This is an optimization exercise on Yosys and OpenROAD, whose aim is small area, a short achievable clock period and few clock cycles per item, not a production implementation.
At most, simulation tests tie the RTL to the original design; equivalence was not proved.
The RTL of run 1 was laid out without a check of its function.
Power and IR drop assume default switching activity.

## flow/design.v (module list and top-level ports; edited modules follow where they fit)
// module cjti_scalar: 84 lines
// module cjti_mul_pos: 1429 lines
// module cjti_mul_vel: 1896 lines
// module cjti_mul_sc: 1138 lines
// module cubic_joint_trajectory_interpolator: 251 lines
module cubic_joint_trajectory_interpolator (
  input  logic         clk,
  input  logic         rst,
  input  logic         start,
  output logic         busy,
  input  logic [1:0]   item_command,
  input  logic [2:0]   item_joint_select,
  input  logic [31:0]  item_start_position,
  input  logic [31:0]  item_goal_position,
  output logic [2:0]   result_joint_index,
  output logic [26:0]  result_sample_time_us,
  output logic [31:0]  result_position,
  output logic [31:0]  result_velocity,
  output logic [30:0]  result_peak_speed,
  output logic         result_last_joint,
  output logic         result_final_sample,
  output logic         result_valid,
  input  logic         cfg_valid,
  output logic         cfg_ready,
  input  logic [2:0]   cfg_index,
  input  logic [26:0]  cfg_data
);
  // ...
==> flow/flow/run.sh <==
#!/bin/bash
# Standard synthesis and layout (the standard.sh), with timing repair aimed at a
# setup margin of MARGIN ns below the design's clock period. Full make output goes to
# flow_make.log in the work folder; ORFS's per-step logs stay under orfs/logs/.
set -euo pipefail
MARGIN=$(cat flow/margin.txt)
bash standard.sh SETUP_SLACK_MARGIN="$MARGIN" finish > flow_make.log 2>&1
==> flow/flow/margin.txt <==
8
==> flow/standard.sh <==
#!/bin/bash
# synth_recipe.tcl (not shown) runs the flow's synth.tcl, then flattens the netlist and writes it again
# the make line also repeats each setting of config.mk as NAME=value (left out here)
make -C /OpenROAD-flow-scripts/flow DESIGN_CONFIG=/design/flow/config.mk WORK_HOME=/design/flow/orfs CLKGATE_MAP_FILE= SYNTH_SCRIPT=/design/flow/synth_recipe.tcl "${@:-finish}"
==> flow/config.mk <==
export PLATFORM = sky130hd
export DESIGN_NAME = cubic_joint_trajectory_interpolator
export DESIGN_NICKNAME = cubic_joint_trajectory_interpolator
export VERILOG_FILES = /design/flow/design.v
export SDC_FILE = /design/flow/constraint.sdc
export NUM_CORES = 4
export LEC_CHECK = 0
export ABC_CLOCK_PERIOD_IN_PS = 4000
export CAP_MARGIN = 20
export CORE_MARGIN = 2
export CORE_UTILIZATION = 40
export SLEW_MARGIN = 20
==> flow/constraint.sdc <==
create_clock -name core_clock -period 12.5 [get_ports {clk}]
set_input_delay 2.5000 -clock core_clock [delete_from_list [all_inputs] [get_ports {clk}]]
set_output_delay 2.5000 -clock core_clock [all_outputs]
set_load 0.01 [all_outputs]
==> impl_metrics.env, run 1 <==
export IMPL_nNonClkBuffers=953
export IMPL_yosysUniqueCellTypes=93
export IMPL_nFlopsAndLatches=1489
export IMPL_p_int_uw=12760
export IMPL_detail_route_antenna_nets=0
export IMPL_skew_ns=0.09567
export IMPL_seq_power_uw=5920
export IMPL_row_count=205
export IMPL_largestRegisters="tab_d (198), tab_st (192), u_sc.cs_s (53)"
export IMPL_r2r_slack_ns=7.16
export IMPL_fin_util_pct=47.44
export IMPL_ys_async_sr_fraction_pct=0
export IMPL_p_seq_share_pct=27.2
export IMPL_p_comb_share_pct=48.1
export IMPL_n_antenna_cell=11
export IMPL_top_register="tab_d"
export IMPL_inv_count=1621
export IMPL_setup_violations=0
export IMPL_clock_power_share_pct=24.7
export IMPL_syn_instance_count=12833
export IMPL_status="finished clean"
export IMPL_drtPass1Iterations=14
export IMPL_grt_use_met3_pct=8.137
export IMPL_largest_reg_flops=198
export IMPL_grt_start_max_net_pins=98
export IMPL_cts_setup_buffers=240
export IMPL_totalPowerFinal_uw=21810
export IMPL_worstSetupEndpointType="flip-flop"
export IMPL_met2_length_um=197400
export IMPL_maxCapViolations=0
export IMPL_wl_per_cell_um=27.06
export IMPL_worst_path_max_delay_cell="or4b_4"
export IMPL_top_usage_layer="met2"
export IMPL_nFillCells=28554
export IMPL_seq_area_share_pct=24.37
export IMPL_crit_family="compound AO/OA/AOI/OAI gates"
export IMPL_synthTopCellsByCount="inv_1 (1590), xnor2_1 (1263), fa_1 (1197), a22oi_1 (1195), dfxtp_1 (891)"
export IMPL_post_route_period_util_pct=42.73
export IMPL_synth_main_ff_cell="dfxtp_1"
export IMPL_regArea_sq_um=36030
export IMPL_cp_depth=20
export IMPL_power_leader="combinational logic"
export IMPL_synth_simple_area_share_pct=8.060
==> module cjti_scalar, before the edit <==
module cjti_scalar (
  input  logic        clk,
  input  logic        rst,
  input  logic        go_step,      
  input  logic        go_cfg,       
  input  logic [20:0] idx,
  input  logic [24:0] tau_step,
  input  logic [27:0] inv6,
  input  logic [19:0] time_step,
  input  logic [24:0] tau_n,
  output logic        tau_load,     
  output logic [24:0] tau_val,
  output logic        x_load,       
  output logic [27:0] x_val,
  output logic        p_wr,         
  output logic [24:0] s_val,
  output logic [33:0] g_val,
  output logic        run_k0,       
  output logic        running
);
  logic [24:0] sm_a;
  logic [27:0] sm_b;
  logic        r23, r15;
  logic [52:0] cs_s, cs_c;
  logic [52:0] ms, mc;
  logic        mcin;
  logic [52:0] prod;
  logic [5:0]  sq;    
  logic [2:0]  cq;    
  logic [24:0] t2_r, t3_r, s_tmp, s_new;
  logic [26:0] s3, s2x, sd;
  cjti_mul_sc u_mul (.a(sm_a), .b(sm_b), .r23(r23), .r15(r15), .rs(ms), .rc(mc), .cin(mcin));
  assign prod = cs_s + cs_c;
  assign running = |sq | |cq;
  wire k0 = go_step | cq[2];
  assign run_k0 = k0;
  always_ff @(posedge clk) begin
    cs_s <= ms;
    cs_c <= mc;
    if (rst) begin
      sq <= '0;
      cq <= '0;
    end else begin
      sq <= {sq[4:0], k0};
      cq <= {cq[1:0], go_cfg};
    end
  end
  always_ff @(posedge clk) begin
    if (go_cfg) begin
      sm_a <= 25'(idx);
      sm_b <= 28'(tau_step);
      r23 <= 1'b0;
      r15 <= 1'b0;
    end else if (cq[0]) begin
      sm_b <= 28'(time_step);
    end else if (k0) begin
      sm_a <= tau_n;
      sm_b <= 28'(tau_n);
      r23 <= 1'b1;
      r15 <= 1'b0;
    end else if (sq[1]) begin
      sm_a <= prod[48:24];
    end else if (sq[3]) begin
      sm_a <= sm_b[24:0] - t2_r;
      sm_b <= inv6;
      r23 <= 1'b0;
      r15 <= 1'b1;
    end
    if (sq[1]) t2_r <= prod[48:24];
    if (sq[3]) t3_r <= prod[48:24];
    if (sq[4]) s_tmp <= s_new;
  end
  assign tau_load = cq[1];
  assign tau_val = ((|prod[52:25]) | (prod[24] & (|prod[23:0]))) ? cjti_pkg::Q_ONE : prod[24:0];
  assign x_load = cq[2];
  assign x_val = (|prod[52:27]) ? 28'(1 << 27) : prod[27:0];
  assign s3 = 27'(t2_r) + 27'({t2_r, 1'b0});
  assign s2x = 27'({t3_r, 1'b0});
  assign sd = s3 - s2x;
  assign p_wr = sq[5];
  assign s_new = (s2x > s3) ? 25'd0 : (sd > 27'(cjti_pkg::Q_ONE)) ? cjti_pkg::Q_ONE : sd[24:0];
  assign s_val = s_tmp;
  assign g_val = prod[49:16];
endmodule
==> module cubic_joint_trajectory_interpolator, before the edit <==
module cubic_joint_trajectory_interpolator (
  input  logic         clk,
  input  logic         rst,
  input  logic         start,
  output logic         busy,
  input  logic [1:0]   item_command,
  input  logic [2:0]   item_joint_select,
  input  logic [31:0]  item_start_position,
  input  logic [31:0]  item_goal_position,
  output logic [2:0]   result_joint_index,
  output logic [26:0]  result_sample_time_us,
  output logic [31:0]  result_position,
  output logic [31:0]  result_velocity,
  output logic [30:0]  result_peak_speed,
  output logic         result_last_joint,
  output logic         result_final_sample,
  output logic         result_valid,
  input  logic         cfg_valid,
  output logic         cfg_ready,
  input  logic [2:0]   cfg_index,
  input  logic [26:0]  cfg_data
);
  logic        busy_r, cfg_ready_r;
  logic [2:0]  bcnt;
  logic        cfg_run;
  logic        acc_step, acc_restart, ld_v;
  logic [2:0]  ld_sel;
  logic [31:0] ld_st, ld_gl;
  logic        cw_v, cw_v2;
  logic [2:0]  cw_idx;
  logic [26:0] cw_data;
  assign busy = busy_r;
  assign cfg_ready = cfg_ready_r;
  wire accept = start & ~busy_r;
  wire acc_step_now = accept & (item_command == cjti_pkg::CMD_STEP);
  wire cfg_acc_now = cfg_valid & cfg_ready_r;
  logic        p_wr;
  logic [2:0]  bcnt_n;
  logic        cfg_run_n;
  assign bcnt_n = acc_step_now ? 3'd5 : (bcnt != 3'd0) ? bcnt - 3'd1 : 3'd0;
  assign cfg_run_n = cfg_acc_now | (cfg_run & ~(p_wr & ~cw_v));
  always_ff @(posedge clk) begin
    ld_sel <= item_joint_select;
    ld_st <= item_start_position;
    ld_gl <= item_goal_position;
    cw_idx <= cfg_index;
    cw_data <= cfg_data;
    if (rst) begin
      acc_step <= 1'b0;
      acc_restart <= 1'b0;
      ld_v <= 1'b0;
      cw_v <= 1'b0;
      cw_v2 <= 1'b0;
      bcnt <= 3'd0;
      cfg_run <= 1'b0;
      busy_r <= 1'b0;
      cfg_ready_r <= 1'b1;
    end else begin
      acc_step <= acc_step_now;
      acc_restart <= accept & (item_command == cjti_pkg::CMD_RESTART);
      ld_v <= accept & (item_command == cjti_pkg::CMD_LOAD) & (item_joint_select < 3'd6);
      cw_v <= cfg_acc_now;
      cw_v2 <= cw_v;
      bcnt <= bcnt_n;
      cfg_run <= cfg_run_n;
      busy_r <= (bcnt_n != 3'd0) | cfg_run_n;
      cfg_ready_r <= ~cfg_run_n;
    end
  end
  logic [24:0] tau_step;
  logic [27:0] inv6;         
  logic [19:0] time_step;
  logic [26:0] duration;
  logic [20:0] point_count;
  always_ff @(posedge clk) begin
    if (rst) begin
      tau_step <= 25'd16777;
      inv6 <= 28'd393216;
      time_step <= 20'd1000;
      duration <= 27'd1000000;
      point_count <= 21'd1001;
    end else if (cw_v) begin
      case (cw_idx)
        cjti_pkg::CFG_TAU_STEP:     tau_step <= cw_data[24:0];
        cjti_pkg::CFG_INV_DURATION: inv6 <= 28'({cw_data[24:0], 2'b00}) + 28'({cw_data[24:0], 1'b0});
        cjti_pkg::CFG_TIME_STEP:    time_step <= cw_data[19:0];
        cjti_pkg::CFG_DURATION:     duration <= cw_data;
        cjti_pkg::CFG_POINT_COUNT:  point_count <= cw_data[20:0];
        default: ;
      endcase
    end
  end
  logic [31:0] tab_st [6];
  logic [32:0] tab_d [6];
  logic [5:0]  tab_v;        
  wire  [32:0] ld_d = {ld_gl[31], ld_gl} - {ld_st[31], ld_st};
  always_ff @(posedge clk) begin
    if (ld_v) begin
      tab_st[ld_sel] <= ld_st;
      tab_d[ld_sel] <= ld_d;
    end
    if (rst) tab_v <= '0;
    else if (ld_v) tab_v[ld_sel] <= 1'b1;
  end
  logic [20:0] idx;
  logic [24:0] tau_n;        
  logic [27:0] x_cur;        
  logic [24:0] p_s;          
  logic [33:0] p_g;          
  logic [26:0] step_tus;
  logic        step_fin;
  logic        pk_clr;       
  wire act = idx < point_count;
  wire go = acc_step & act;
  logic        run_k0, tau_load, x_load, running;
  logic [24:0] tau_val, s_val;
  logic [27:0] x_val;
  logic [33:0] g_val;
  cjti_scalar u_sc (
    .clk(clk), .rst(rst), .go_step(go), .go_cfg(cw_v2), .idx(idx), .tau_step(tau_step),
    .inv6(inv6), .time_step(time_step), .tau_n(tau_n), .tau_load(tau_load), .tau_val(tau_val),
    .x_load(x_load), .x_val(x_val), .p_wr(p_wr), .s_val(s_val), .g_val(g_val),
    .run_k0(run_k0), .running(running)
  );
  wire [25:0] tau_sum = 26'(tau_n) + 26'(tau_step);
  wire [27:0] x_sum = x_cur + 28'(time_step);
  always_ff @(posedge clk) begin
    if (rst) begin
      idx <= '0;
      tau_n <= 25'd16777;
      x_cur <= '0;
      p_s <= '0;
      p_g <= '0;
      pk_clr <= 1'b1;
    end else begin
      if (acc_restart) begin
        idx <= '0;
        tau_n <= (tau_step > cjti_pkg::Q_ONE) ? cjti_pkg::Q_ONE : tau_step;
        x_cur <= '0;
        p_s <= '0;
        p_g <= '0;
        pk_clr <= 1'b1;
      end else begin
        if (go) begin
          idx <= idx + 21'd1;
          x_cur <= (x_sum[27] & (|x_sum[26:0])) ? 28'(1 << 27) : x_sum;
          pk_clr <= 1'b0;
        end
        if (x_load) x_cur <= x_val;
        if (tau_load) tau_n <= tau_val;
        else if (run_k0) tau_n <= (tau_sum[25] | (tau_sum[24] & (|tau_sum[23:0]))) ? cjti_pkg::Q_ONE : tau_sum[24:0];
        if (p_wr) begin
          p_s <= s_val;
          p_g <= g_val;
        end
      end
    end
  end
  always_ff @(posedge clk) begin
    if (go) begin
      step_tus <= (x_cur > 28'(duration)) ? duration : x_cur[26:0];
      step_fin <= ({1'b0, idx} + 22'd1) == {1'b0, point_count};
    end
  end
  logic        feeding;
  logic [2:0]  fcnt;
  logic        op_v, op_clr;
  logic [2:0]  op_j;
  logic [32:0] op_d;
  logic [31:0] op_st;
  always_ff @(posedge clk) begin
    op_j <= fcnt;
    op_clr <= go & pk_clr;
    op_d <= tab_v[fcnt] ? tab_d[fcnt] : 33'd0;
    op_st <= tab_v[fcnt] ? tab_st[fcnt] : 32'd0;
    if (rst) begin
      feeding <= 1'b0;
      fcnt <= 3'd0;
      op_v <= 1'b0;
    end else begin
      op_v <= go | feeding;
      if (go | feeding) begin
        fcnt <= (fcnt == 3'd5) ? 3'd0 : fcnt + 3'd1;
        feeding <= (fcnt != 3'd5);
      end
    end
  end
  logic [31:0] mp_s, mp_c;
  logic        mp_ci;
  logic [42:0] mv_s, mv_c;
  logic        mv_ci;
  cjti_mul_pos u_mp (.d(op_d), .st(op_st), .s(p_s), .rs(mp_s), .rc(mp_c), .cin(mp_ci));
  cjti_mul_vel u_mv (.d(op_d), .g(p_g), .rs(mv_s), .rc(mv_c), .cin(mv_ci));
  logic        f1_v, f1_clr;
  logic [2:0]  f1_j;
  logic [31:0] f1p_s, f1p_c;
  logic        f1p_ci;
  logic [42:0] f1v_s, f1v_c;
  logic        f1v_ci;
  always_ff @(posedge clk) begin
    f1_j <= op_j;
    f1_clr <= op_clr;
    f1p_s <= mp_s;
    f1p_c <= mp_c;
    f1p_ci <= mp_ci;
    f1v_s <= mv_s;
    f1v_c <= mv_c;
    f1v_ci <= mv_ci;
    if (rst) f1_v <= 1'b0;
    else f1_v <= op_v;
  end
  wire [32:0] pos_w = {f1p_s, 1'b1} + {f1p_c, f1p_ci};
  wire [43:0] x_w = {f1v_s, 1'b1} + {f1v_c, f1v_ci};
  wire [31:0] pos = pos_w[32:1];
  wire [42:0] x = x_w[43:1];
  wire ovp = ~x[42] & (|x[41:31]);
  wire ovn = x[42] & ~(&x[41:31]);
  wire [31:0] vel = ovp ? 32'h7FFF_FFFF : ovn ? 32'h8000_0000 : x[31:0];
  wire spd_sat = ovp | ovn | (x[42] & (x[30:0] == 31'd0));
  wire [30:0] spd = spd_sat ? 31'h7FFF_FFFF : x[42] ? (~x[30:0] + 31'd1) : x[30:0];
  logic        f2_v, f2_clr;
  logic [2:0]  f2_j;
  logic [31:0] f2_pos, f2_vel;
  logic [30:0] f2_spd;
  always_ff @(posedge clk) begin
    f2_j <= f1_j;
    f2_clr <= f1_clr;
    f2_pos <= pos;
    f2_vel <= vel;
    f2_spd <= spd;
    if (rst) f2_v <= 1'b0;
    else f2_v <= f1_v;
  end
  wire [30:0] pk_base = f2_clr ? 31'd0 : result_peak_speed;
  wire [30:0] pk_next = (f2_spd > pk_base) ? f2_spd : pk_base;
  always_ff @(posedge clk) begin
    result_joint_index <= f2_j;
    result_position <= f2_pos;
    result_velocity <= f2_vel;
    result_last_joint <= (f2_j == 3'd5);
    if (f2_v) begin
      result_peak_speed <= pk_next;
      if (f2_j == 3'd0) begin
        result_sample_time_us <= step_tus;
        result_final_sample <= step_fin;
      end
    end
    if (rst) result_valid <= 1'b0;
    else result_valid <= f2_v;
  end
endmodule
==> inputs of run 2 (changes only) <==
--- a/flow/design.v
+++ b/flow/design.v
@@ -34,17 +34,18 @@
   logic        r23, r15;
   logic [52:0] cs_s, cs_c;
   logic [52:0] ms, mc;
   logic        mcin;
   logic [52:0] prod;
   logic [5:0]  sq;    
   logic [2:0]  cq;    
   logic [24:0] t2_r, t3_r, s_tmp, s_new;
-  logic [26:0] s3, s2x, sd;
+  logic [26:0] t2x3;
+  logic [27:0] sd;
   cjti_mul_sc u_mul (.a(sm_a), .b(sm_b), .r23(r23), .r15(r15), .rs(ms), .rc(mc), .cin(mcin));
   assign prod = cs_s + cs_c;
   assign running = |sq | |cq;
   wire k0 = go_step | cq[2];
   assign run_k0 = k0;
   always_ff @(posedge clk) begin
     cs_s <= ms;
     cs_c <= mc;
@@ -74,37 +75,38 @@
     end else if (sq[3]) begin
       sm_a <= sm_b[24:0] - t2_r;
       sm_b <= inv6;
       r23 <= 1'b0;
       r15 <= 1'b1;
     end
     if (sq[1]) t2_r <= prod[48:24];
     if (sq[3]) t3_r <= prod[48:24];
+    if (sq[2]) t2x3 <= 27'(t2_r) + 27'({t2_r, 1'b0});
     if (sq[4]) s_tmp <= s_new;
   end
   assign tau_load = cq[1];
   assign tau_val = ((|prod[52:25]) | (prod[24] & (|prod[23:0]))) ? cjti_pkg::Q_ONE : prod[24:0];
   assign x_load = cq[2];
   assign x_val = (|prod[52:27]) ? 28'(1 << 27) : prod[27:0];
-  assign s3 = 27'(t2_r) + 27'({t2_r, 1'b0});
-  assign s2x = 27'({t3_r, 1'b0});
-  assign sd = s3 - s2x;
+  assign sd = {1'b0, t2x3} - {t3_r, 1'b0};
+  assign s_new = sd[27] ? 25'd0 :
+                 ((|sd[26:25]) | (sd[24] & (|sd[23:0]))) ? cjti_pkg::Q_ONE : sd[24:0];
   assign p_wr = sq[5];
-  assign s_new = (s2x > s3) ? 25'd0 : (sd > 27'(cjti_pkg::Q_ONE)) ? cjti_pkg::Q_ONE : sd[24:0];
   assign s_val = s_tmp;
   assign g_val = prod[49:16];
 endmodule
 module cjti_mul_pos (
   input  logic [32:0] d,
   input  logic [31:0] st,
   input  logic [24:0] s,
-  output logic [31:0] rs,
-  output logic [31:0] rc,
-  output logic cin
+  output logic [39:0] rs,
+  output logic [39:0] rc,
+  output logic cin,
+  output logic [39:0] rt
 );
   wire w0 = s[1] & ~(s[0] & 1'b0);
   wire w1 = s[0] ^ 1'b0;
   wire w2 = (s[1] & ~s[0] & ~1'b0) | (~s[1] & s[0] & 1'b0);
   wire w3 = ((w1 & d[0]) | (w2 & 1'b0)) ^ w0;
   wire w4 = ((w1 & d[1]) | (w2 & d[0])) ^ w0;
   wire w5 = ((w1 & d[2]) | (w2 & d[1])) ^ w0;
   wire w6 = ((w1 & d[3]) | (w2 & d[2])) ^ w0;
@@ -1385,154 +1387,140 @@
   wire w1281 = w979 ^ w1168 ^ w1169;
   wire w1282 = (w979 & w1168) | (w979 & w1169) | (w1168 & w1169);
   wire w1283 = w983 ^ w1170 ^ w1171;
   wire w1284 = (w983 & w1170) | (w983 & w1171) | (w1170 & w1171);
   wire w1285 = w987 ^ w1172 ^ w1173;
   wire w1286 = (w987 & w1172) | (w987 & w1173) | (w1172 & w1173);
   wire w1287 = w1174 ^ w991 ^ w1175;
   wire w1288 = (w1174 & w991) | (w1174 & w1175) | (w991 & w1175);
-  wire w1289 = w1176 ^ w995 ^ w1177;
-  wire w1290 = (w1176 & w995) | (w1176 & w1177) | (w995 & w1177);
-  wire w1291 = w999 ^ w1178 ^ w1179;
-  wire w1292 = (w999 & w1178) | (w999 & w1179) | (w1178 & w1179);
-  wire w1293 = w1003 ^ w1180 ^ w1181;
-  wire w1294 = (w1003 & w1180) | (w1003 & w1181) | (w1180 & w1181);
-  wire w1295 = w1007 ^ w1182 ^ w1183;
-  wire w1296 = (w1007 & w1182) | (w1007 & w1183) | (w1182 & w1183);
-  wire w1297 = w1011 ^ w1184 ^ w1185;
-  wire w1298 = (w1011 & w1184) | (w1011 & w1185) | (w1184 & w1185);
-  wire w1299 = w1015 ^ w1186 ^ w1187;
-  wire w1300 = (w1015 & w1186) | (w1015 & w1187) | (w1186 & w1187);
-  wire w1301 = w1019 ^ w1188 ^ w1189;
-  wire w1302 = (w1019 & w1188) | (w1019 & w1189) | (w1188 & w1189);
-  wire w1303 = w1023 ^ w1190 ^ w1191;
-  wire w1304 = (w1023 & w1190) | (w1023 & w1191) | (w1190 & w1191);
-  wire w1305 = w1027 ^ w1192 ^ w1193;
-  wire w1306 = (w1027 & w1192) | (w1027 & w1193) | (w1192 & w1193);
-  wire w1307 = w1194 ^ w1031 ^ w1195;
-  wire w1308 = (w1194 & w1031) | (w1194 & w1195) | (w1031 & w1195);
-  wire w1309 = w1196 ^ w1035 ^ w1197;
-  wire w1310 = (w1196 & w1035) | (w1196 & w1197) | (w1035 & w1197);
-  wire w1311 = w1039 ^ w1198 ^ w1199;
-  wire w1312 = (w1039 & w1198) | (w1039 & w1199) | (w1198 & w1199);
-  wire w1313 = w1043 ^ w1200 ^ w1201;
-  wire w1314 = (w1043 & w1200) | (w1043 & w1201) | (w1200 & w1201);
-  wire w1315 = w1047 ^ w1202 ^ w1203;
-  wire w1316 = (w1047 & w1202) | (w1047 & w1203) | (w1202 & w1203);
-  wire w1317 = w1051 ^ w1204 ^ w1205;
-  wire w1318 = (w1051 & w1204) | (w1051 & w1205) | (w1204 & w1205);
-  wire w1319 = w1055 ^ w1206 ^ w1207;
-  wire w1320 = (w1055 & w1206) | (w1055 & w1207) | (w1206 & w1207);
-  wire w1321 = w1059 ^ w1208 ^ w1209;
-  wire w1322 = (w1059 & w1208) | (w1059 & w1209) | (w1208 & w1209);
-  wire w1323 = w1063 ^ w1210 ^ w1211;
-  wire w1324 = (w1063 & w1210) | (w1063 & w1211) | (w1210 & w1211);
-  wire w1325 = w1067 ^ w1212 ^ w1213;
-  wire w1326 = (w1067 & w1212) | (w1067 & w1213) | (w1212 & w1213);
-  wire w1327 = w1071 ^ w1214 ^ w1215;
-  wire w1328 = (w1071 & w1214) | (w1071 & w1215) | (w1214 & w1215);
-  wire w1329 = w1075 ^ w1216 ^ w1217;
-  wire w1330 = (w1075 & w1216) | (w1075 & w1217) | (w1216 & w1217);
-  wire w1331 = w1079 ^ w1218 ^ w1219;
-  wire w1332 = (w1079 & w1218) | (w1079 & w1219) | (w1218 & w1219);
-  wire w1333 = w1080 ^ w1221 ^ w1220;
-  wire w1334 = (w1080 & w1221) | (w1080 & w1220) | (w1221 & w1220);
-  wire w1335 = w1087 ^ w1222 ^ w1223;
-  wire w1336 = (w1087 & w1222) | (w1087 & w1223) | (w1222 & w1223);
-  wire w1337 = w1091 ^ w1224 ^ w1225;
-  wire w1338 = (w1091 & w1224) | (w1091 & w1225) | (w1224 & w1225);
-  wire w1339 = w1095 ^ w1226 ^ w1227;
-  wire w1340 = (w1095 & w1226) | (w1095 & w1227) | (w1226 & w1227);
-  wire w1341 = w1099 ^ w1228 ^ w1229;
-  wire w1342 = (w1099 & w1228) | (w1099 & w1229) | (w1228 & w1229);
-  wire w1343 = w1103 ^ w1230 ^ w1231;
-  wire w1344 = (w1103 & w1230) | (w1103 & w1231) | (w1230 & w1231);
-  wire w1345 = w1107 ^ w1232 ^ w1233;
-  wire w1346 = (w1107 & w1232) | (w1107 & w1233) | (w1232 & w1233);
-  wire w1347 = w1111 ^ w1234 ^ w1235;
-  wire w1348 = (w1111 & w1234) | (w1111 & w1235) | (w1234 & w1235);
-  wire w1349 = w1112 ^ w1237 ^ w1236;
-  wire w1350 = (w1112 & w1237) | (w1112 & w1236) | (w1237 & w1236);
-  wire w1351 = w1119 ^ w1238 ^ w1239;
-  wire w1352 = (w1119 & w1238) | (w1119 & w1239) | (w1238 & w1239);
-  wire w1353 = w1123 ^ w1240 ^ w1241;
-  wire w1354 = (w1123 & w1240) | (w1123 & w1241) | (w1240 & w1241);
-  wire w1355 = w1127 ^ w1242 ^ w1243;
-  wire w1356 = (w1127 & w1242) | (w1127 & w1243) | (w1242 & w1243);
-  wire w1357 = w1131 ^ w1244 ^ w1245;
-  wire w1358 = (w1131 & w1244) | (w1131 & w1245) | (w1244 & w1245);
-  wire w1359 = w1132 ^ w1247 ^ w1246;
-  wire w1360 = (w1132 & w1247) | (w1132 & w1246) | (w1247 & w1246);
-  wire w1361 = w1137 ^ w1248 ^ w1249;
-  wire w1362 = (w1137 & w1248) | (w1137 & w1249) | (w1248 & w1249);
-  wire w1363 = w1141 ^ w1250 ^ w1251;
-  wire w1364 = (w1141 & w1250) | (w1141 & w1251) | (w1250 & w1251);
-  wire w1365 = w1142 ^ w1253 ^ w1252;
-  wire w1366 = (w1142 & w1253) | (w1142 & w1252) | (w1253 & w1252);
-  wire w1367 = w478 ^ w1254 ^ w1255;
-  wire w1368 = (w478 & w1254) | (w478 & w1255) | (w1254 & w1255);
-  wire [23:0] la = {w1302, w1300, w1298, w1296, w1294, w1292, w1290, w1288, w1286, w1284, w1282, w1280, w1278, w1276, w1274, w1272, w1270, w1268, w1266, w1264, w1262, w1260, w1258, w3};
-  wire [23:0] lb = {w1303, w1301, w1299, w1297, w1295, w1293, w1291, w1289, w1287, w1285, w1283, w1281, w1279, w1277, w1275, w1273, w1271, w1269, w1267, w1265, w1263, w1261, w1259, w1257};
+  wire w1289 = w1176 ^ w995;
+  wire w1290 = w1176 & w995;
+  wire w1291 = w999 ^ w1178;
+  wire w1292 = w999 & w1178;
+  wire w1293 = w1003 ^ w1180;
+  wire w1294 = w1003 & w1180;
+  wire w1295 = w1007 ^ w1182;
+  wire w1296 = w1007 & w1182;
+  wire w1297 = w1011 ^ w1184;
+  wire w1298 = w1011 & w1184;
+  wire w1299 = w1015 ^ w1186;
+  wire w1300 = w1015 & w1186;
+  wire w1301 = w1019 ^ w1188;
+  wire w1302 = w1019 & w1188;
+  wire w1303 = w1023 ^ w1190;
+  wire w1304 = w1023 & w1190;
+  wire w1305 = w1027 ^ w1192;
+  wire w1306 = w1027 & w1192;
+  wire w1307 = w1194 ^ w1031;
+  wire w1308 = w1194 & w1031;
+  wire w1309 = w1196 ^ w1035;
+  wire w1310 = w1196 & w1035;
+  wire w1311 = w1039 ^ w1198;
+  wire w1312 = w1039 & w1198;
+  wire w1313 = w1043 ^ w1200;
+  wire w1314 = w1043 & w1200;
+  wire w1315 = w1047 ^ w1202;
+  wire w1316 = w1047 & w1202;
+  wire w1317 = w1051 ^ w1204;
+  wire w1318 = w1051 & w1204;
+  wire w1319 = w1055 ^ w1206;
+  wire w1320 = w1055 & w1206;
+  wire w1321 = w1059 ^ w1208;
+  wire w1322 = w1059 & w1208;
+  wire w1323 = w1063 ^ w1210;
+  wire w1324 = w1063 & w1210;
+  wire w1325 = w1067 ^ w1212;
+  wire w1326 = w1067 & w1212;
+  wire w1327 = w1071 ^ w1214;
+  wire w1328 = w1071 & w1214;
+  wire w1329 = w1075 ^ w1216;
+  wire w1330 = w1075 & w1216;
+  wire w1331 = w1079 ^ w1218;
+  wire w1332 = w1079 & w1218;
+  wire w1333 = w1080 ^ w1221;
+  wire w1334 = w1080 & w1221;
+  wire w1335 = w1087 ^ w1222;
+  wire w1336 = w1087 & w1222;
+  wire w1337 = w1091 ^ w1224;
+  wire w1338 = w1091 & w1224;
+  wire w1339 = w1095 ^ w1226;
+  wire w1340 = w1095 & w1226;
+  wire w1341 = w1099 ^ w1228;
+  wire w1342 = w1099 & w1228;
+  wire w1343 = w1103 ^ w1230;
+  wire w1344 = w1103 & w1230;
+  wire w1345 = w1107 ^ w1232;
+  wire w1346 = w1107 & w1232;
+  wire w1347 = w1111 ^ w1234;
+  wire w1348 = w1111 & w1234;
+  wire w1349 = w1112 ^ w1237;
+  wire w1350 = w1112 & w1237;
+  wire w1351 = w1119 ^ w1238;
+  wire w1352 = w1119 & w1238;
+  wire w1353 = w1123 ^ w1240;
+  wire w1354 = w1123 & w1240;
+  wire w1355 = w1127 ^ w1242;
+  wire w1356 = w1127 & w1242;
+  wire w1357 = w1131 ^ w1244;
+  wire w1358 = w1131 & w1244;
+  wire w1359 = w1132 ^ w1247;
+  wire w1360 = w1132 & w1247;
+  wire w1361 = w1137 ^ w1248;
+  wire w1362 = w1137 & w1248;
+  wire w1363 = w1141 ^ w1250;
+  wire w1364 = w1141 & w1250;
+  wire w1365 = w1142 ^ w1253;
+  wire w1366 = w1142 & w1253;
+  wire w1367 = w478 ^ w1254;
+  wire w1368 = w478 & w1254;
+  wire [15:0] la = {w1286, w1284, w1282, w1280, w1278, w1276, w1274, w1272, w1270, w1268, w1266, w1264, w1262, w1260, w1258, w3};
+  wire [15:0] lb = {w1287, w1285, w1283, w1281, w1279, w1277, w1275, w1273, w1271, w1269, w1267, w1265, w1263, w1261, w1259, w1257};
   wire lg0 = (la[1] & lb[1]) | ((la[1] | lb[1]) & (la[0] & lb[0]));
   wire lp0 = (la[1] | lb[1]) & (la[0] | lb[0]);
   wire lg1 = (la[3] & lb[3]) | ((la[3] | lb[3]) & (la[2] & lb[2]));
   wire lp1 = (la[3] | lb[3]) & (la[2] | lb[2]);
   wire lg2 = (la[5] & lb[5]) | ((la[5] | lb[5]) & (la[4] & lb[4]));
   wire lp2 = (la[5] | lb[5]) & (la[4] | lb[4]);
   wire lg3 = (la[7] & lb[7]) | ((la[7] | lb[7]) & (la[6] & lb[6]));
   wire lp3 = (la[7] | lb[7]) & (la[6] | lb[6]);
   wire lg4 = (la[9] & lb[9]) | ((la[9] | lb[9]) & (la[8] & lb[8]));
   wire lp4 = (la[9] | lb[9]) & (la[8] | lb[8]);
   wire lg5 = (la[11] & lb[11]) | ((la[11] | lb[11]) & (la[10] & lb[10]));
   wire lp5 = (la[11] | lb[11]) & (la[10] | lb[10]);
   wire lg6 = (la[13] & lb[13]) | ((la[13] | lb[13]) & (la[12] & lb[12]));
   wire lp6 = (la[13] | lb[13]) & (la[12] | lb[12]);
   wire lg7 = (la[15] & lb[15]) | ((la[15] | lb[15]) & (la[14] & lb[14]));
   wire lp7 = (la[15] | lb[15]) & (la[14] | lb[14]);
-  wire lg8 = (la[17] & lb[17]) | ((la[17] | lb[17]) & (la[16] & lb[16]));
-  wire lp8 = (la[17] | lb[17]) & (la[16] | lb[16]);
-  wire lg9 = (la[19] & lb[19]) | ((la[19] | lb[19]) & (la[18] & lb[18]));
-  wire lp9 = (la[19] | lb[19]) & (la[18] | lb[18]);
-  wire lg10 = (la[21] & lb[21]) | ((la[21] | lb[21]) & (la[20] & lb[20]));
-  wire lp10 = (la[21] | lb[21]) & (la[20] | lb[20]);
-  wire lg11 = (la[23] & lb[23]) | ((la[23] | lb[23]) & (la[22] & lb[22]));
-  wire lp11 = (la[23] | lb[23]) & (la[22] | lb[22]);
-  wire lg12 = lg1 | (lp1 & lg0);
-  wire lp12 = lp1 & lp0;
-  wire lg13 = lg3 | (lp3 & lg2);
-  wire lp13 = lp3 & lp2;
-  wire lg14 = lg5 | (lp5 & lg4);
-  wire lp14 = lp5 & lp4;
-  wire lg15 = lg7 | (lp7 & lg6);
-  wire lp15 = lp7 & lp6;
-  wire lg16 = lg9 | (lp9 & lg8);
-  wire lp16 = lp9 & lp8;
-  wire lg17 = lg11 | (lp11 & lg10);
-  wire lp17 = lp11 & lp10;
-  wire lg18 = lg13 | (lp13 & lg12);
-  wire lp18 = lp13 & lp12;
-  wire lg19 = lg15 | (lp15 & lg14);
-  wire lp19 = lp15 & lp14;
-  wire lg20 = lg17 | (lp17 & lg16);
-  wire lp20 = lp17 & lp16;
-  wire lg21 = lg19 | (lp19 & lg18);
-  wire lp21 = lp19 & lp18;
-  wire lg22 = lg20 | (lp20 & lg21);
-  wire lp22 = lp20 & lp21;
-  assign cin = lg22;
-  assign rs = {w1367, w1364, w1362, w1361, w1358, w1356, w1354, w1352, w1351, w1348, w1346, w1344, w1342, w1340, w1338, w1336, w1335, w1332, w1330, w1328, w1326, w1324, w1322, w1320, w1318, w1316, w1314, w1312, w1310, w1308, w1306, w1304};
-  assign rc = {w1366, w1365, w1363, w1360, w1359, w1357, w1355, w1353, w1350, w1349, w1347, w1345, w1343, w1341, w1339, w1337, w1334, w1333, w1331, w1329, w1327, w1325, w1323, w1321, w1319, w1317, w1315, w1313, w1311, w1309, w1307, w1305};
+  wire lg8 = lg1 | (lp1 & lg0);
+  wire lp8 = lp1 & lp0;
+  wire lg9 = lg3 | (lp3 & lg2);
+  wire lp9 = lp3 & lp2;
+  wire lg10 = lg5 | (lp5 & lg4);
+  wire lp10 = lp5 & lp4;
+  wire lg11 = lg7 | (lp7 & lg6);
+  wire lp11 = lp7 & lp6;
+  wire lg12 = lg9 | (lp9 & lg8);
+  wire lp12 = lp9 & lp8;
+  wire lg13 = lg11 | (lp11 & lg10);
+  wire lp13 = lp11 & lp10;
+  wire lg14 = lg13 | (lp13 & lg12);
+  wire lp14 = lp13 & lp12;
+  assign cin = lg14;
+  assign rt = {w1367, w1364, w1363, w1361, w1358, w1357, w1355, w1352, w1350, w1348, w1347, w1345, w1343, w1341, w1339, w1336, w1334, w1332, w1331, w1329, w1327, w1325, w1323, w1321, w1319, w1317, w1315, w1313, w1311, w1197, w1307, w1305, w1303, w1301, w1299, w1297, w1295, w1293, w1291, w1288};
+  assign rs = {w1255, w1252, w1251, w1249, w1246, w1245, w1243, w1241, w1239, w1236, w1235, w1233, w1231, w1229, w1227, w1225, w1223, w1220, w1219, w1217, w1215, w1213, w1211, w1209, w1207, w1205, w1203, w1201, w1310, w1308, w1195, w1193, w1191, w1189, w1187, w1185, w1183, w1292, w1290, w1177};
+  assign rc = {w1366, w1365, w1362, w1360, w1359, w1356, w1354, w1353, w1351, w1349, w1346, w1344, w1342, w1340, w1338, w1337, w1335, w1333, w1330, w1328, w1326, w1324, w1322, w1320, w1318, w1316, w1314, w1312, w1199, w1309, w1306, w1304, w1302, w1300, w1298, w1296, w1294, w1181, w1179, w1289};
 endmodule
 module cjti_mul_vel (
   input  logic [32:0] d,
   input  logic [33:0] g,
-  output logic [42:0] rs,
-  output logic [42:0] rc,
-  output logic cin
+  output logic [50:0] rs,
+  output logic [50:0] rc,
+  output logic cin,
+  output logic [50:0] rt
 );
   wire w0 = g[1] & ~(g[0] & 1'b0);
   wire w1 = g[0] ^ 1'b0;
   wire w2 = (g[1] & ~g[0] & ~1'b0) | (~g[1] & g[0] & 1'b0);
   wire w3 = ((w1 & d[0]) | (w2 & 1'b0)) ^ w0;
   wire w4 = ((w1 & d[1]) | (w2 & d[0])) ^ w0;
   wire w5 = ((w1 & d[2]) | (w2 & d[1])) ^ w0;
   wire w6 = ((w1 & d[3]) | (w2 & d[2])) ^ w0;
@@ -3259,169 +3247,152 @@
   wire w1727 = w1377 ^ w1596 ^ w1597;
   wire w1728 = (w1377 & w1596) | (w1377 & w1597) | (w1596 & w1597);
   wire w1729 = w1381 ^ w1598 ^ w1599;
   wire w1730 = (w1381 & w1598) | (w1381 & w1599) | (w1598 & w1599);
   wire w1731 = w1385 ^ w1600 ^ w1601;
   wire w1732 = (w1385 & w1600) | (w1385 & w1601) | (w1600 & w1601);
   wire w1733 = w1602 ^ w1389 ^ w1603;
   wire w1734 = (w1602 & w1389) | (w1602 & w1603) | (w1389 & w1603);
-  wire w1735 = w1604 ^ w1393 ^ w1605;
-  wire w1736 = (w1604 & w1393) | (w1604 & w1605) | (w1393 & w1605);
-  wire w1737 = w1397 ^ w1606 ^ w1607;
-  wire w1738 = (w1397 & w1606) | (w1397 & w1607) | (w1606 & w1607);
-  wire w1739 = w1401 ^ w1608 ^ w1609;
-  wire w1740 = (w1401 & w1608) | (w1401 & w1609) | (w1608 & w1609);
-  wire w1741 = w1405 ^ w1610 ^ w1611;
-  wire w1742 = (w1405 & w1610) | (w1405 & w1611) | (w1610 & w1611);
-  wire w1743 = w1409 ^ w1612 ^ w1613;
-  wire w1744 = (w1409 & w1612) | (w1409 & w1613) | (w1612 & w1613);
-  wire w1745 = w1413 ^ w1614 ^ w1615;
-  wire w1746 = (w1413 & w1614) | (w1413 & w1615) | (w1614 & w1615);
-  wire w1747 = w1417 ^ w1616 ^ w1617;
-  wire w1748 = (w1417 & w1616) | (w1417 & w1617) | (w1616 & w1617);
-  wire w1749 = w1421 ^ w1618 ^ w1619;
-  wire w1750 = (w1421 & w1618) | (w1421 & w1619) | (w1618 & w1619);
-  wire w1751 = w1425 ^ w1620 ^ w1621;
-  wire w1752 = (w1425 & w1620) | (w1425 & w1621) | (w1620 & w1621);
-  wire w1753 = w1429 ^ w1622 ^ w1623;
-  wire w1754 = (w1429 & w1622) | (w1429 & w1623) | (w1622 & w1623);
-  wire w1755 = w1433 ^ w1624 ^ w1625;
-  wire w1756 = (w1433 & w1624) | (w1433 & w1625) | (w1624 & w1625);
-  wire w1757 = w1437 ^ w1626 ^ w1627;
-  wire w1758 = (w1437 & w1626) | (w1437 & w1627) | (w1626 & w1627);
-  wire w1759 = w1441 ^ w1628 ^ w1629;
-  wire w1760 = (w1441 & w1628) | (w1441 & w1629) | (w1628 & w1629);
-  wire w1761 = w1445 ^ w1630 ^ w1631;
-  wire w1762 = (w1445 & w1630) | (w1445 & w1631) | (w1630 & w1631);
-  wire w1763 = w1449 ^ w1632 ^ w1633;
-  wire w1764 = (w1449 & w1632) | (w1449 & w1633) | (w1632 & w1633);
-  wire w1765 = w1453 ^ w1634 ^ w1635;
-  wire w1766 = (w1453 & w1634) | (w1453 & w1635) | (w1634 & w1635);
-  wire w1767 = w1457 ^ w1636 ^ w1637;
-  wire w1768 = (w1457 & w1636) | (w1457 & w1637) | (w1636 & w1637);
-  wire w1769 = w1461 ^ w1638 ^ w1639;
-  wire w1770 = (w1461 & w1638) | (w1461 & w1639) | (w1638 & w1639);
-  wire w1771 = w1465 ^ w1640 ^ w1641;
-  wire w1772 = (w1465 & w1640) | (w1465 & w1641) | (w1640 & w1641);
-  wire w1773 = w1469 ^ w1642 ^ w1643;
-  wire w1774 = (w1469 & w1642) | (w1469 & w1643) | (w1642 & w1643);
-  wire w1775 = w1473 ^ w1644 ^ w1645;
-  wire w1776 = (w1473 & w1644) | (w1473 & w1645) | (w1644 & w1645);
-  wire w1777 = w1477 ^ w1646 ^ w1647;
-  wire w1778 = (w1477 & w1646) | (w1477 & w1647) | (w1646 & w1647);
-  wire w1779 = w1481 ^ w1648 ^ w1649;
-  wire w1780 = (w1481 & w1648) | (w1481 & w1649) | (w1648 & w1649);
-  wire w1781 = w1485 ^ w1650 ^ w1651;
-  wire w1782 = (w1485 & w1650) | (w1485 & w1651) | (w1650 & w1651);
-  wire w1783 = w1489 ^ w1652 ^ w1653;
-  wire w1784 = (w1489 & w1652) | (w1489 & w1653) | (w1652 & w1653);
-  wire w1785 = w1493 ^ w1654 ^ w1655;
-  wire w1786 = (w1493 & w1654) | (w1493 & w1655) | (w1654 & w1655);
-  wire w1787 = w1497 ^ w1656 ^ w1657;
-  wire w1788 = (w1497 & w1656) | (w1497 & w1657) | (w1656 & w1657);
-  wire w1789 = w1501 ^ w1658 ^ w1659;
-  wire w1790 = (w1501 & w1658) | (w1501 & w1659) | (w1658 & w1659);
-  wire w1791 = w1505 ^ w1660 ^ w1661;
-  wire w1792 = (w1505 & w1660) | (w1505 & w1661) | (w1660 & w1661);
-  wire w1793 = w1509 ^ w1662 ^ w1663;
-  wire w1794 = (w1509 & w1662) | (w1509 & w1663) | (w1662 & w1663);
-  wire w1795 = w1513 ^ w1664 ^ w1665;
-  wire w1796 = (w1513 & w1664) | (w1513 & w1665) | (w1664 & w1665);
-  wire w1797 = w1517 ^ w1666 ^ w1667;
-  wire w1798 = (w1517 & w1666) | (w1517 & w1667) | (w1666 & w1667);
-  wire w1799 = w1521 ^ w1668 ^ w1669;
-  wire w1800 = (w1521 & w1668) | (w1521 & w1669) | (w1668 & w1669);
-  wire w1801 = w1525 ^ w1670 ^ w1671;
-  wire w1802 = (w1525 & w1670) | (w1525 & w1671) | (w1670 & w1671);
-  wire w1803 = w1529 ^ w1672 ^ w1673;
-  wire w1804 = (w1529 & w1672) | (w1529 & w1673) | (w1672 & w1673);
-  wire w1805 = w1533 ^ w1674 ^ w1675;
-  wire w1806 = (w1533 & w1674) | (w1533 & w1675) | (w1674 & w1675);
-  wire w1807 = w1537 ^ w1676 ^ w1677;
-  wire w1808 = (w1537 & w1676) | (w1537 & w1677) | (w1676 & w1677);
-  wire w1809 = w1541 ^ w1678 ^ w1679;
-  wire w1810 = (w1541 & w1678) | (w1541 & w1679) | (w1678 & w1679);
-  wire w1811 = w1542 ^ w1681 ^ w1680;
-  wire w1812 = (w1542 & w1681) | (w1542 & w1680) | (w1681 & w1680);
-  wire w1813 = w1549 ^ w1682 ^ w1683;
-  wire w1814 = (w1549 & w1682) | (w1549 & w1683) | (w1682 & w1683);
-  wire w1815 = w1553 ^ w1684 ^ w1685;
-  wire w1816 = (w1553 & w1684) | (w1553 & w1685) | (w1684 & w1685);
-  wire w1817 = w1557 ^ w1686 ^ w1687;
-  wire w1818 = (w1557 & w1686) | (w1557 & w1687) | (w1686 & w1687);
-  wire w1819 = w1561 ^ w1688 ^ w1689;
-  wire w1820 = (w1561 & w1688) | (w1561 & w1689) | (w1688 & w1689);
-  wire w1821 = w1562 ^ w1691 ^ w1690;
-  wire w1822 = (w1562 & w1691) | (w1562 & w1690) | (w1691 & w1690);
-  wire w1823 = w1566 ^ w1693 ^ w1692;
-  wire w1824 = (w1566 & w1693) | (w1566 & w1692) | (w1693 & w1692);
-  wire w1825 = w1571 ^ w1694 ^ w1695;
-  wire w1826 = (w1571 & w1694) | (w1571 & w1695) | (w1694 & w1695);
-  wire w1827 = w1572 ^ w1696 ^ w1697;
-  wire w1828 = (w1572 & w1696) | (w1572 & w1697) | (w1696 & w1697);
-  wire w1829 = w1574 ^ w1699 ^ w1698;
-  wire w1830 = (w1574 & w1699) | (w1574 & w1698) | (w1699 & w1698);
-  wire w1831 = w662 ^ w1701 ^ w1700;
-  wire w1832 = (w662 & w1701) | (w662 & w1700) | (w1701 & w1700);
-  wire w1833 = w628 ^ w663 ^ w1702;
-  wire w1834 = (w628 & w663) | (w628 & w1702) | (w663 & w1702);
-  wire w1835 = 1'b1 ^ w664;
-  wire w1836 = 1'b1 & w664;
-  wire [23:0] la = {w1748, w1746, w1744, w1742, w1740, w1738, w1736, w1734, w1732, w1730, w1728, w1726, w1724, w1722, w1720, w1718, w1716, w1714, w1712, w1710, w1708, w1706, w1704, w3};
-  wire [23:0] lb = {w1749, w1747, w1745, w1743, w1741, w1739, w1737, w1735, w1733, w1731, w1729, w1727, w1725, w1723, w1721, w1719, w1717, w1715, w1713, w1711, w1709, w1707, w1705, w1703};
+  wire w1735 = w1604 ^ w1393;
+  wire w1736 = w1604 & w1393;
+  wire w1737 = w1397 ^ w1606;
+  wire w1738 = w1397 & w1606;
+  wire w1739 = w1401 ^ w1608;
+  wire w1740 = w1401 & w1608;
+  wire w1741 = w1405 ^ w1610;
+  wire w1742 = w1405 & w1610;
+  wire w1743 = w1409 ^ w1612;
+  wire w1744 = w1409 & w1612;
+  wire w1745 = w1413 ^ w1614;
+  wire w1746 = w1413 & w1614;
+  wire w1747 = w1417 ^ w1616;
+  wire w1748 = w1417 & w1616;
+  wire w1749 = w1421 ^ w1618;
+  wire w1750 = w1421 & w1618;
+  wire w1751 = w1425 ^ w1620;
+  wire w1752 = w1425 & w1620;
+  wire w1753 = w1429 ^ w1622;
+  wire w1754 = w1429 & w1622;
+  wire w1755 = w1433 ^ w1624;
+  wire w1756 = w1433 & w1624;
+  wire w1757 = w1437 ^ w1626;
+  wire w1758 = w1437 & w1626;
+  wire w1759 = w1441 ^ w1628;
+  wire w1760 = w1441 & w1628;
+  wire w1761 = w1445 ^ w1630;
+  wire w1762 = w1445 & w1630;
+  wire w1763 = w1449 ^ w1632;
+  wire w1764 = w1449 & w1632;
+  wire w1765 = w1453 ^ w1634;
+  wire w1766 = w1453 & w1634;
+  wire w1767 = w1457 ^ w1636;
+  wire w1768 = w1457 & w1636;
+  wire w1769 = w1461 ^ w1638;
+  wire w1770 = w1461 & w1638;
+  wire w1771 = w1465 ^ w1640;
+  wire w1772 = w1465 & w1640;
+  wire w1773 = w1469 ^ w1642;
+  wire w1774 = w1469 & w1642;
+  wire w1775 = w1473 ^ w1644;
+  wire w1776 = w1473 & w1644;
+  wire w1777 = w1477 ^ w1646;
+  wire w1778 = w1477 & w1646;
+  wire w1779 = w1481 ^ w1648;
+  wire w1780 = w1481 & w1648;
+  wire w1781 = w1485 ^ w1650;
+  wire w1782 = w1485 & w1650;
+  wire w1783 = w1489 ^ w1652;
+  wire w1784 = w1489 & w1652;
+  wire w1785 = w1493 ^ w1654;
+  wire w1786 = w1493 & w1654;
+  wire w1787 = w1497 ^ w1656;
+  wire w1788 = w1497 & w1656;
+  wire w1789 = w1501 ^ w1658;
+  wire w1790 = w1501 & w1658;
+  wire w1791 = w1505 ^ w1660;
+  wire w1792 = w1505 & w1660;
+  wire w1793 = w1509 ^ w1662;
+  wire w1794 = w1509 & w1662;
+  wire w1795 = w1513 ^ w1664;
+  wire w1796 = w1513 & w1664;
+  wire w1797 = w1517 ^ w1666;
+  wire w1798 = w1517 & w1666;
+  wire w1799 = w1521 ^ w1668;
+  wire w1800 = w1521 & w1668;
+  wire w1801 = w1525 ^ w1670;
+  wire w1802 = w1525 & w1670;
+  wire w1803 = w1529 ^ w1672;
+  wire w1804 = w1529 & w1672;
+  wire w1805 = w1533 ^ w1674;
+  wire w1806 = w1533 & w1674;
+  wire w1807 = w1537 ^ w1676;
+  wire w1808 = w1537 & w1676;
+  wire w1809 = w1541 ^ w1678;
+  wire w1810 = w1541 & w1678;
+  wire w1811 = w1542 ^ w1681;
+  wire w1812 = w1542 & w1681;
+  wire w1813 = w1549 ^ w1682;
+  wire w1814 = w1549 & w1682;
+  wire w1815 = w1553 ^ w1684;
+  wire w1816 = w1553 & w1684;
+  wire w1817 = w1557 ^ w1686;
+  wire w1818 = w1557 & w1686;
+  wire w1819 = w1561 ^ w1688;
+  wire w1820 = w1561 & w1688;
+  wire w1821 = w1562 ^ w1691;
+  wire w1822 = w1562 & w1691;
+  wire w1823 = w1566 ^ w1693;
+  wire w1824 = w1566 & w1693;
+  wire w1825 = w1571 ^ w1694;
+  wire w1826 = w1571 & w1694;
+  wire w1827 = w1572 ^ w1696;
+  wire w1828 = w1572 & w1696;
+  wire w1829 = w1574 ^ w1699;
+  wire w1830 = w1574 & w1699;
+  wire w1831 = w662 ^ w1701;
+  wire w1832 = w662 & w1701;
+  wire w1833 = w628 ^ w663;
+  wire w1834 = w628 & w663;
+  wire [15:0] la = {w1732, w1730, w1728, w1726, w1724, w1722, w1720, w1718, w1716, w1714, w1712, w1710, w1708, w1706, w1704, w3};
+  wire [15:0] lb = {w1733, w1731, w1729, w1727, w1725, w1723, w1721, w1719, w1717, w1715, w1713, w1711, w1709, w1707, w1705, w1703};
   wire lg0 = (la[1] & lb[1]) | ((la[1] | lb[1]) & (la[0] & lb[0]));
   wire lp0 = (la[1] | lb[1]) & (la[0] | lb[0]);
   wire lg1 = (la[3] & lb[3]) | ((la[3] | lb[3]) & (la[2] & lb[2]));
   wire lp1 = (la[3] | lb[3]) & (la[2] | lb[2]);
   wire lg2 = (la[5] & lb[5]) | ((la[5] | lb[5]) & (la[4] & lb[4]));
   wire lp2 = (la[5] | lb[5]) & (la[4] | lb[4]);
   wire lg3 = (la[7] & lb[7]) | ((la[7] | lb[7]) & (la[6] & lb[6]));
   wire lp3 = (la[7] | lb[7]) & (la[6] | lb[6]);
   wire lg4 = (la[9] & lb[9]) | ((la[9] | lb[9]) & (la[8] & lb[8]));
   wire lp4 = (la[9] | lb[9]) & (la[8] | lb[8]);
   wire lg5 = (la[11] & lb[11]) | ((la[11] | lb[11]) & (la[10] & lb[10]));
   wire lp5 = (la[11] | lb[11]) & (la[10] | lb[10]);
   wire lg6 = (la[13] & lb[13]) | ((la[13] | lb[13]) & (la[12] & lb[12]));
   wire lp6 = (la[13] | lb[13]) & (la[12] | lb[12]);
   wire lg7 = (la[15] & lb[15]) | ((la[15] | lb[15]) & (la[14] & lb[14]));
   wire lp7 = (la[15] | lb[15]) & (la[14] | lb[14]);
-  wire lg8 = (la[17] & lb[17]) | ((la[17] | lb[17]) & (la[16] & lb[16]));
-  wire lp8 = (la[17] | lb[17]) & (la[16] | lb[16]);
-  wire lg9 = (la[19] & lb[19]) | ((la[19] | lb[19]) & (la[18] & lb[18]));
-  wire lp9 = (la[19] | lb[19]) & (la[18] | lb[18]);
-  wire lg10 = (la[21] & lb[21]) | ((la[21] | lb[21]) & (la[20] & lb[20]));
-  wire lp10 = (la[21] | lb[21]) & (la[20] | lb[20]);
-  wire lg11 = (la[23] & lb[23]) | ((la[23] | lb[23]) & (la[22] & lb[22]));
-  wire lp11 = (la[23] | lb[23]) & (la[22] | lb[22]);
-  wire lg12 = lg1 | (lp1 & lg0);
-  wire lp12 = lp1 & lp0;
-  wire lg13 = lg3 | (lp3 & lg2);
-  wire lp13 = lp3 & lp2;
-  wire lg14 = lg5 | (lp5 & lg4);
-  wire lp14 = lp5 & lp4;
-  wire lg15 = lg7 | (lp7 & lg6);
-  wire lp15 = lp7 & lp6;
-  wire lg16 = lg9 | (lp9 & lg8);
-  wire lp16 = lp9 & lp8;
-  wire lg17 = lg11 | (lp11 & lg10);
-  wire lp17 = lp11 & lp10;
-  wire lg18 = lg13 | (lp13 & lg12);
-  wire lp18 = lp13 & lp12;
-  wire lg19 = lg15 | (lp15 & lg14);
-  wire lp19 = lp15 & lp14;
-  wire lg20 = lg17 | (lp17 & lg16);
-  wire lp20 = lp17 & lp16;
-  wire lg21 = lg19 | (lp19 & lg18);
-  wire lp21 = lp19 & lp18;
-  wire lg22 = lg20 | (lp20 & lg21);
-  wire lp22 = lp20 & lp21;
-  assign cin = lg22;
-  assign rs = {w1835, w1833, w1831, w1828, w1826, w1825, w1823, w1820, w1818, w1816, w1814, w1813, w1810, w1808, w1806, w1804, w1802, w1800, w1798, w1796, w1794, w1792, w1790, w1788, w1786, w1784, w1782, w1780, w1778, w1776, w1774, w1772, w1770, w1768, w1766, w1764, w1762, w1760, w1758, w1756, w1754, w1752, w1750};
-  assign rc = {w1834, w1832, w1830, w1829, w1827, w1824, w1822, w1821, w1819, w1817, w1815, w1812, w1811, w1809, w1807, w1805, w1803, w1801, w1799, w1797, w1795, w1793, w1791, w1789, w1787, w1785, w1783, w1781, w1779, w1777, w1775, w1773, w1771, w1769, w1767, w1765, w1763, w1761, w1759, w1757, w1755, w1753, w1751};
+  wire lg8 = lg1 | (lp1 & lg0);
+  wire lp8 = lp1 & lp0;
+  wire lg9 = lg3 | (lp3 & lg2);
+  wire lp9 = lp3 & lp2;
+  wire lg10 = lg5 | (lp5 & lg4);
+  wire lp10 = lp5 & lp4;
+  wire lg11 = lg7 | (lp7 & lg6);
+  wire lp11 = lp7 & lp6;
+  wire lg12 = lg9 | (lp9 & lg8);
+  wire lp12 = lp9 & lp8;
+  wire lg13 = lg11 | (lp11 & lg10);
+  wire lp13 = lp11 & lp10;
+  wire lg14 = lg13 | (lp13 & lg12);
+  wire lp14 = lp13 & lp12;
+  assign cin = lg14;
+  assign rt = {w1834, w1832, w1830, w1828, w1827, w1825, w1822, w1821, w1819, w1816, w1814, w1812, w1810, w1809, w1807, w1805, w1803, w1800, w1798, w1796, w1795, w1793, w1790, w1789, w1787, w1785, w1783, w1781, w1779, w1777, w1775, w1773, w1771, w1769, w1767, w1765, w1763, w1761, w1759, w1757, w1625, w1753, w1751, w1749, w1747, w1745, w1743, w1741, w1739, w1737, w1734};
+  assign rs = {1'b1, w1702, w1700, w1698, w1697, w1695, w1692, w1690, w1689, w1687, w1685, w1683, w1680, w1679, w1677, w1675, w1673, w1671, w1669, w1667, w1665, w1663, w1661, w1659, w1657, w1655, w1653, w1651, w1649, w1647, w1645, w1643, w1641, w1639, w1637, w1635, w1633, w1760, w1758, w1756, w1754, w1623, w1621, w1619, w1617, w1615, w1613, w1611, w1738, w1736, w1605};
+  assign rc = {w664, w1833, w1831, w1829, w1826, w1824, w1823, w1820, w1818, w1817, w1815, w1813, w1811, w1808, w1806, w1804, w1802, w1801, w1799, w1797, w1794, w1792, w1791, w1788, w1786, w1784, w1782, w1780, w1778, w1776, w1774, w1772, w1770, w1768, w1766, w1764, w1762, w1631, w1629, w1627, w1755, w1752, w1750, w1748, w1746, w1744, w1742, w1740, w1609, w1607, w1735};
 endmodule
 module cjti_mul_sc (
   input  logic [24:0] a,
   input  logic [27:0] b,
   input  logic r23,
   input  logic r15,
   output logic [52:0] rs,
   output logic [52:0] rc,
@@ -4738,62 +4709,70 @@
     end else begin
       op_v <= go | feeding;
       if (go | feeding) begin
         fcnt <= (fcnt == 3'd5) ? 3'd0 : fcnt + 3'd1;
         feeding <= (fcnt != 3'd5);
       end
     end
   end
-  logic [31:0] mp_s, mp_c;
+  logic [39:0] mp_s, mp_c, mp_t;
   logic        mp_ci;
-  logic [42:0] mv_s, mv_c;
+  logic [50:0] mv_s, mv_c, mv_t;
   logic        mv_ci;
-  cjti_mul_pos u_mp (.d(op_d), .st(op_st), .s(p_s), .rs(mp_s), .rc(mp_c), .cin(mp_ci));
-  cjti_mul_vel u_mv (.d(op_d), .g(p_g), .rs(mv_s), .rc(mv_c), .cin(mv_ci));
+  cjti_mul_pos u_mp (.d(op_d), .st(op_st), .s(p_s), .rs(mp_s), .rc(mp_c), .rt(mp_t), .cin(mp_ci));
+  cjti_mul_vel u_mv (.d(op_d), .g(p_g), .rs(mv_s), .rc(mv_c), .rt(mv_t), .cin(mv_ci));
   logic        f1_v, f1_clr;
   logic [2:0]  f1_j;
-  logic [31:0] f1p_s, f1p_c;
+  logic [39:0] f1p_s, f1p_c, f1p_t;
   logic        f1p_ci;
-  logic [42:0] f1v_s, f1v_c;
+  logic [50:0] f1v_s, f1v_c, f1v_t;
   logic        f1v_ci;
   always_ff @(posedge clk) begin
     f1_j <= op_j;
     f1_clr <= op_clr;
     f1p_s <= mp_s;
     f1p_c <= mp_c;
+    f1p_t <= mp_t;
     f1p_ci <= mp_ci;
     f1v_s <= mv_s;
     f1v_c <= mv_c;
+    f1v_t <= mv_t;
     f1v_ci <= mv_ci;
     if (rst) f1_v <= 1'b0;
     else f1_v <= op_v;
   end
-  wire [32:0] pos_w = {f1p_s, 1'b1} + {f1p_c, f1p_ci};
-  wire [43:0] x_w = {f1v_s, 1'b1} + {f1v_c, f1v_ci};
-  wire [31:0] pos = pos_w[32:1];
-  wire [42:0] x = x_w[43:1];
+  wire [39:0] pf_s = f1p_s ^ f1p_c ^ f1p_t;
+  wire [39:0] pf_c = (f1p_s & f1p_c) | (f1p_s & f1p_t) | (f1p_c & f1p_t);
+  wire [50:0] vf_s = f1v_s ^ f1v_c ^ f1v_t;
+  wire [50:0] vf_c = (f1v_s & f1v_c) | (f1v_s & f1v_t) | (f1v_c & f1v_t);
+  wire [40:0] pos_w = {pf_s, 1'b1} + {pf_c[38:0], 1'b0, f1p_ci};
+  wire [51:0] x_w = {vf_s, 1'b1} + {vf_c[49:0], 1'b0, f1v_ci};
+  wire [31:0] pos = pos_w[40:9];
+  wire [42:0] x = x_w[51:9];
   wire ovp = ~x[42] & (|x[41:31]);
   wire ovn = x[42] & ~(&x[41:31]);
   wire [31:0] vel = ovp ? 32'h7FFF_FFFF : ovn ? 32'h8000_0000 : x[31:0];
   wire spd_sat = ovp | ovn | (x[42] & (x[30:0] == 31'd0));
-  wire [30:0] spd = spd_sat ? 31'h7FFF_FFFF : x[42] ? (~x[30:0] + 31'd1) : x[30:0];
-  logic        f2_v, f2_clr;
+  logic        f2_v, f2_clr, f2_sat, f2_inc;
   logic [2:0]  f2_j;
   logic [31:0] f2_pos, f2_vel;
-  logic [30:0] f2_spd;
+  logic [30:0] f2_raw;
   always_ff @(posedge clk) begin
     f2_j <= f1_j;
     f2_clr <= f1_clr;
     f2_pos <= pos;
     f2_vel <= vel;
-    f2_spd <= spd;
+    f2_raw <= x[42] ? ~x[30:0] : x[30:0];
+    f2_inc <= x[42];
+    f2_sat <= spd_sat;
     if (rst) f2_v <= 1'b0;
     else f2_v <= f1_v;
   end
+  wire [30:0] f2_spd = f2_sat ? 31'h7FFF_FFFF : f2_raw + 31'(f2_inc);
   wire [30:0] pk_base = f2_clr ? 31'd0 : result_peak_speed;
   wire [30:0] pk_next = (f2_spd > pk_base) ? f2_spd : pk_base;
   always_ff @(posedge clk) begin
     result_joint_index <= f2_j;
     result_position <= f2_pos;
     result_velocity <= f2_vel;
     result_last_joint <= (f2_j == 3'd5);
     if (f2_v) begin
==> flow/config.mk (replaced) <==
export PLATFORM = sky130hd
export DESIGN_NAME = cubic_joint_trajectory_interpolator
export DESIGN_NICKNAME = cubic_joint_trajectory_interpolator
export VERILOG_FILES = /design/flow/design.v
export SDC_FILE = /design/flow/constraint.sdc
export NUM_CORES = 4
export LEC_CHECK = 0
export ABC_CLOCK_PERIOD_IN_PS = 4000
export CAP_MARGIN = 20
export CORE_MARGIN = 2
export CORE_UTILIZATION = 50
export SLEW_MARGIN = 20
==> run 2 against run 1 <==
  * Worst hold slack worse by 0.0078 ns
  * Clock power up 6.5%
  * Die area down 18%
  * Largest cell class unchanged
==> impl_metrics.env, run 2 <==
export IMPL_status="finished clean"
export IMPL_post_route_period_util_pct=37.05
export IMPL_largest_reg_flops=198
export IMPL_skew_ns=0.1179
export IMPL_clockBufferDepth=3
export IMPL_rsz0062_at_grt="yes"
export IMPL_drtPass1Iterations=8
export IMPL_die_width_um=509.3
export IMPL_cts_buffers=180
export IMPL_hold_path_class="reg -> reg"
export IMPL_dp_hpwl_um=290000
export IMPL_synth_top_area_cell="fa_1"
export IMPL_grt_pass1_vias=101563
export IMPL_setup_violations=0
export IMPL_worstSetupEndpointType="flip-flop"
export IMPL_mostFrequentLayoutCell="inv_1"
export IMPL_top_register="tab_d"
export IMPL_maxCapViolations=0
export IMPL_synth_nets=14651
export IMPL_yosysUniqueCellTypes=100
export IMPL_worst_ep_required_time_ns=13.25
export IMPL_fin_ws_ns=7.869
export IMPL_synthTopCellsByCount="inv_1 (1451), a22oi_1 (1236), xnor2_1 (1218), fa_1 (1195), dfxtp_1 (1015)"
export IMPL_p_per_area_nw_per_um2=161.1
export IMPL_hold_viol_final=0
export IMPL_detail_route_antenna_nets=0
export IMPL_wl_per_cell_um=27.51
export IMPL_antenna_found_initial=12
export IMPL_grt_start_max_net_pins=105
export IMPL_synth_edf_count=625
export IMPL_fmax_mhz=215.9
export IMPL_clock_sinks=1640
export IMPL_grt_remaining_overflow=0
export IMPL_dieArea_sq_um=259400
export IMPL_final_cell_mix="inv_1 (1438), a22oi_1 (1213), xnor2_1 (1203)"
export IMPL_r2r_slack_ns=7.87
export IMPL_syn_to_final_growth_pct=13.23
export IMPL_largestRegisters="tab_d (198), tab_st (192), u_sc.cs_s (53)"
export IMPL_syn_area_sq_um=127700
export IMPL_grt_pass1_wl_um=648300
export IMPL_critPathLaunchType="flip-flop"
export IMPL_h_tree_depth=4
export IMPL_cts_tree="done"
export IMPL_fin_cells=16118
export IMPL_via_per_inst=6.190
export IMPL_syn_instance_count=12684
export IMPL_nFillCells=21704
export IMPL_finalCriticalPeriod_ns=4.631
export IMPL_p_leak_uw=0.05642
export IMPL_clock_latency_ns=0.90
export IMPL_vias=99772
export IMPL_drtIter0Drc=11421
export IMPL_avgSynthCellArea_sq_um=10.06
export IMPL_row_count=185
export IMPL_critPathMaxFanout=5
export IMPL_seq_area_frac_synth_pct=30.62
export IMPL_final_setup_tns_ns=0
export IMPL_core_area_sq_um=253900
export IMPL_start_util_pct=50.27
export IMPL_place_inst=15582
export IMPL_dp_worst_setup_slack_ns=6.644
export IMPL_place_gp_congestion=0.9460
export IMPL_drc_errors=0
export IMPL_slew_viol_final=0
export IMPL_ioPinCount=233
export IMPL_synth_seq_cells=1640
export IMPL_ys_warnings_count=2
export IMPL_ys_async_sr_fraction_pct=0
export IMPL_wl_um=443500
export IMPL_synth_main_ff_cell="dfxtp_1"
export IMPL_crit_type="reg -> reg"
==> run 2: changes by cell type after synthesis, moves of 41 or more <==
cell,previous run,this run
ha_1,565,669
nand2_1,734,693
xnor2_1,1263,1218
a21oi_1,493,554
inv_1,1590,1451
a22oi_1,1195,1236
xor2_1,349,460
nor3_1,135,85
dfxtp_1,891,1015
nor2_1,487,437
==> run 2: where the power goes <==
group	switching [uW]	internal, uW	leakage, uW	total, uW
Clock	2400	3350	0.00316	5740
Combinational	6880	4160	0.0393	11000
Sequential	229	6270	0.0140	6500
Total	9500	13800	0.0564	23300
==> run 2: worst paths after layout <==
| path | start | end | depth (start not counted) |
|---|---|---|---|
| setup / recovery | f1v_s[10] | f2_vel[30] | 18 |
| hold reg to reg | f2_vel[8] | result_velocity[8] | 0 |
| setup reg to reg | f1v_s[10] | f2_vel[30] | 18 |
| hold / removal | f2_vel[8] | result_velocity[8] | 0 |
==> run 2: area by class of cell <==
type,count,area [sq um],area share (%)
Inverter,1473,5634,3.898
Clock buffer,254,5283,3.655
Tap cell,3366,4212,2.914
Clock inverter,86,1275,0.8821
Timing Repair Buffer,686,7440,5.147
Antenna cell,7,17.52,0.01212
Multi-Input combinational cell,8605,81420,56.33
Sequential cell,1640,39250,27.15
Timing Repair inverter,1,8.758,0.006059
==> run 2: logic make-up after synthesis <==
kind of cell	Yosys count	synth area share, %
adder cells (fa/ha/maj)	1878	25.41
flip-flops	1640	30.62
multiplexers	278	2.858
AND/OR/NAND/NOR	1986	7.537
buffers and inverters	2446	7.227
XOR/XNOR	1678	11.51
AO/OA/AOI/OAI	2778	14.84
==> run 2: what timing repair did <==
action                                  CTS  global route
cloned                                   16            23
resized for setup                       289           379
setup buffers                            52            97
pin swaps                                38            72
endpoints found under the setup margin  301           267
==> run 2: routing by layer <==
metal / global-route usage (%) / up-vias / routed length [um]
met5: 0 / - / 112
met4: 16.37 / 8 / 25920
met3: 7.108 / 1438 / 45360
met2: 52.30 / 5798 / 199100
met1: 43.31 / 49722 / 173000
li1: - / 42806 / -
==> run 2: stage by stage <==
step                instance area (sq um)  util, %  total power [uW]  hold slack (ns)
floorplan                          127700        -             12460           0.3096
global placement                   133100    52.42             16700           0.3116
detailed placement                 133200    52.45             16780           0.3121
CTS                                141700    55.79             22980           0.3100
global route                       144500    56.92             24480           0.3234
finish                             144500    56.92             23280           0.3166
==> run 2: critical path, cell delays in order (launching register included) <==
cell,delay (ns)
dfxtp_2,0.32
inv_2,0.03
fa_1,0.54
inv_2,0.05
ha_4,0.26
o211ai_1,0.10
buf_4,0.16
a2111oi_4,0.30
a21boi_2,0.25
o211a_4,0.22
o21ai_4,0.07
a211oi_2,0.25
nor2_2,0.07
o21bai_1,0.15
xor2_1,0.23
or3b_4,0.45
or4_4,0.50
or4_4,0.43
a22oi_2,0.16
Testbench counts of run 2, summed over its fixed seeds: cycles 4,038, items 3,750.

Setup slack of run 2, layout unchanged: 7.869 ns with ideal ports, 7.869 ns with driving cells assumed (clock clkbuf_16, inputs buf_2), 7.751 ns with port delays also shifted by the 0.931 ns mid clock arrival.
